What follows belongs to an exercise in optimizing a design on an open flow for small area, a short achievable clock period and few clock cycles; a production flow would make more cautious choices. Where RTL was checked, it was by simulation tests only, not by an equivalence proof against the original. Power is estimated from default activity; no workload was simulated.

// wasm_module_stream_parser
module wasm_module_stream_parser #(
  parameter int LENGTH_BITS = wmsp_pkg::LENGTH_BITS_DEF
) (
  input  logic        clk,
  input  logic        rst_n,
  input  logic        in_valid,
  output logic        in_ready,
  input  logic [7:0]  in_data,
  output logic        out_valid,
  input  logic        out_ready,
  output logic [3:0]  out_event,
  output logic [7:0]  out_section_id,
  output logic [31:0] out_entry_index,
  output logic [7:0]  out_kind,
  output logic [63:0] out_value,
  output logic        out_last,
  input  logic        cfg_valid,
  output logic        cfg_ready,
  input  logic [31:0] cfg_module_length
);
make LEC_CHECK=0 CAP_MARGIN=20 CORE_MARGIN=2 CORE_UTILIZATION=40 SLEW_MARGIN=20 finish   # period 13.5 ns
run.sh (not shown) runs the stock make flow with config.mk's settings and CLKGATE_MAP_FILE= SYNTH_SCRIPT=/design/flow/synth_recipe.tcl, a recipe that flattens the netlist after the stock synthesis.
The first run ran to the end with no violations.
Testbench counts at the start, summed over its fixed seeds: cycles 31,454.
Change:
==> flow/flow/run.sh (new file) <==
#!/bin/bash
# Layout flow: the standard flow (standard synthesis, floorplan, power
# grid, placement, CTS, routing), with two changes to how cells are chosen:
#  - every input and output port still gets its own buffer, but a plain
#    sky130_fd_sc_hd__buf_1 instead of the default delay buffer;
#  - clock tree synthesis uses clkbuf_8 buffers and inserts no dummy loads.
# The constraints (constraint.sdc, clock period) are the standard flow's, unchanged.
# All of the make output goes to flow.log in this folder; each ORFS step
# also writes its own log under orfs/logs/.
set -euo pipefail
cd "$(dirname "$0")/.."
export BUFFER_PORTS_ARGS="-buffer_cell sky130_fd_sc_hd__buf_1"
export CTS_ARGS="-sink_clustering_enable -repair_clock_nets -dont_use_dummy_load -buf_list sky130_fd_sc_hd__clkbuf_8"
if ! bash standard.sh finish > flow.log 2>&1; then
  tail -n 40 flow.log
  exit 1
fi
==> flow/standard.sh (new file) <==
#!/bin/bash
# synth_recipe.tcl (not shown) runs the flow's synth.tcl, then flattens the netlist and writes it again
# the make line also repeats each setting of config.mk as NAME=value (left out here)
make -C /OpenROAD-flow-scripts/flow DESIGN_CONFIG=/design/flow/config.mk WORK_HOME=/design/flow/orfs CLKGATE_MAP_FILE= SYNTH_SCRIPT=/design/flow/synth_recipe.tcl "${@:-finish}"
removed: flow/run.sh
Effect:
- via count came out lower by 0.73%
- design area came out lower by 5.2%
- flip-flop and latch count does not change
- sequential share of layout area came out higher by 2.4 points
- wire length came out lower by 3.4%
- clock skew came out higher by 0.077 ns
- synthesized cell count does not change
- core utilization came out lower by 2.4 points

* * *

wasm_module_stream_parser, a different RTL version from the one above (not shown whole).
Size in the first run: roughly 2,900 cells after synthesis, ~430 flip-flops, ~25,000 um2 of cells after synthesis.
export LEC_CHECK = 0
export CAP_MARGIN = 20
export CORE_MARGIN = 2
export CORE_UTILIZATION = 40
export SLEW_MARGIN = 20
create_clock -name core_clock -period 13.5 [get_ports {clk}]
Stock flow here: none of the scripts above is used.
The starting point ran to the end with no violations.
==> next run, changes <==
- ABC_CLOCK_PERIOD_IN_PS: unset -> 5000
- CORE_UTILIZATION: 40 -> 60
- The new run produced a clean layout
- total power hardly moves
- global-route usage goes up by 14 points
- die area goes down by a quarter to a third
- clock power is about the same
- first-iteration DRC count goes up by well over a third
- flip-flop and latch count stays the same
Function was not checked in any run of this note: the RTL went through the layout flow alone.

* * *

Another version of the RTL of wasm_module_stream_parser (not shown whole).
For scale: ~0.027 sq mm of cells after synthesis.
export LEC_CHECK = 0
export CAP_MARGIN = 20
export CORE_MARGIN = 2
export CORE_UTILIZATION = 40
export SLEW_MARGIN = 20
create_clock -name core_clock -period 13.5 [get_ports {clk}]
standard.sh (not shown) runs the stock make flow with config.mk's settings and CLKGATE_MAP_FILE= SYNTH_SCRIPT=/design/flow/synth_recipe.tcl, a recipe that flattens the netlist after the stock synthesis.
==> flow/flow/run.sh <==
#!/bin/bash
# Layout flow: the standard flow (standard synthesis, floorplan, power
# grid, placement, CTS, routing), with two changes to how cells are chosen:
#  - every input and output port still gets its own buffer, but a plain
#    sky130_fd_sc_hd__buf_1 instead of the default delay buffer;
#  - clock tree synthesis uses clkbuf_8 buffers and inserts no dummy loads.
# The constraints (constraint.sdc, clock period) are the standard flow's, unchanged.
# All of the make output goes to flow.log in this folder; each ORFS step
# also writes its own log under orfs/logs/.
set -euo pipefail
cd "$(dirname "$0")/.."
export BUFFER_PORTS_ARGS="-buffer_cell sky130_fd_sc_hd__buf_1"
export CTS_ARGS="-sink_clustering_enable -repair_clock_nets -dont_use_dummy_load -buf_list sky130_fd_sc_hd__clkbuf_8"
if ! bash standard.sh finish > flow.log 2>&1; then
  tail -n 40 flow.log
  exit 1
fi
Testbench counts at the start, summed over its fixed seeds: cycles 31,454.
Edit:
--- a/flow/config.mk
+++ b/flow/config.mk
@@ -8,4 +8,4 @@
 export CAP_MARGIN = 20
 export CORE_MARGIN = 2
-export CORE_UTILIZATION = 40
+export CORE_UTILIZATION = 55
 export SLEW_MARGIN = 20
What happened: Sequential share of layout area goes up by 0.46 points; first-iteration DRC count goes up by a quarter to a third; die area goes down by a quarter to a third.

-- re-timing with driven ports --
The flow's constraints put no driver on any port. The routed layouts listed below were extracted and timed again, unchanged, in two steps. Step 1 (the two cells are an assumption about what drives the block):
set clk [get_ports {clk}]
set_driving_cell -lib_cell sky130_fd_sc_hd__clkbuf_16 $clk
set_driving_cell -lib_cell sky130_fd_sc_hd__buf_2 [delete_from_list [all_inputs] $clk]
Step 2 times the ports against the registers' clock, not the clock port: input delays grow and output delays shrink by t, the midpoint of the rising clock arrivals with the driver on. a / b / c = ideal / step 1 / step 2; a / b = the first two.
run	shift t [ns]	setup slack, ns	hold slack, ns	pins driven straight from the clock port
the first run of note 1	0.662	7.603 / 7.603 / 7.364	0.546 / 0.546 / 0.546	1
the second run of note 1	0.718	7.695 / 7.695 / 7.695	0.462 / 0.462 / 0.462	1
the first run of note 2	0.668	5.975 / 5.937 / 5.937	0.480 / 0.480 / 0.480	1
the second run of note 2	0.657	6.130 / 6.109 / 6.109	0.478 / 0.478 / 0.478	1
the first run of note 3	0.710	8.078 / 8.078 / 7.610	0.536 / 0.536 / 0.536	1
the second run of note 3	0.706	8.066 / 8.104 / 7.398	0.453 / 0.453 / 0.453	1
After both steps every run listed still meets setup and hold. For the second run of note 3, which loses most, drivers alone change the setup slack by +0.038 ns; drivers and shift together by -0.668 ns.
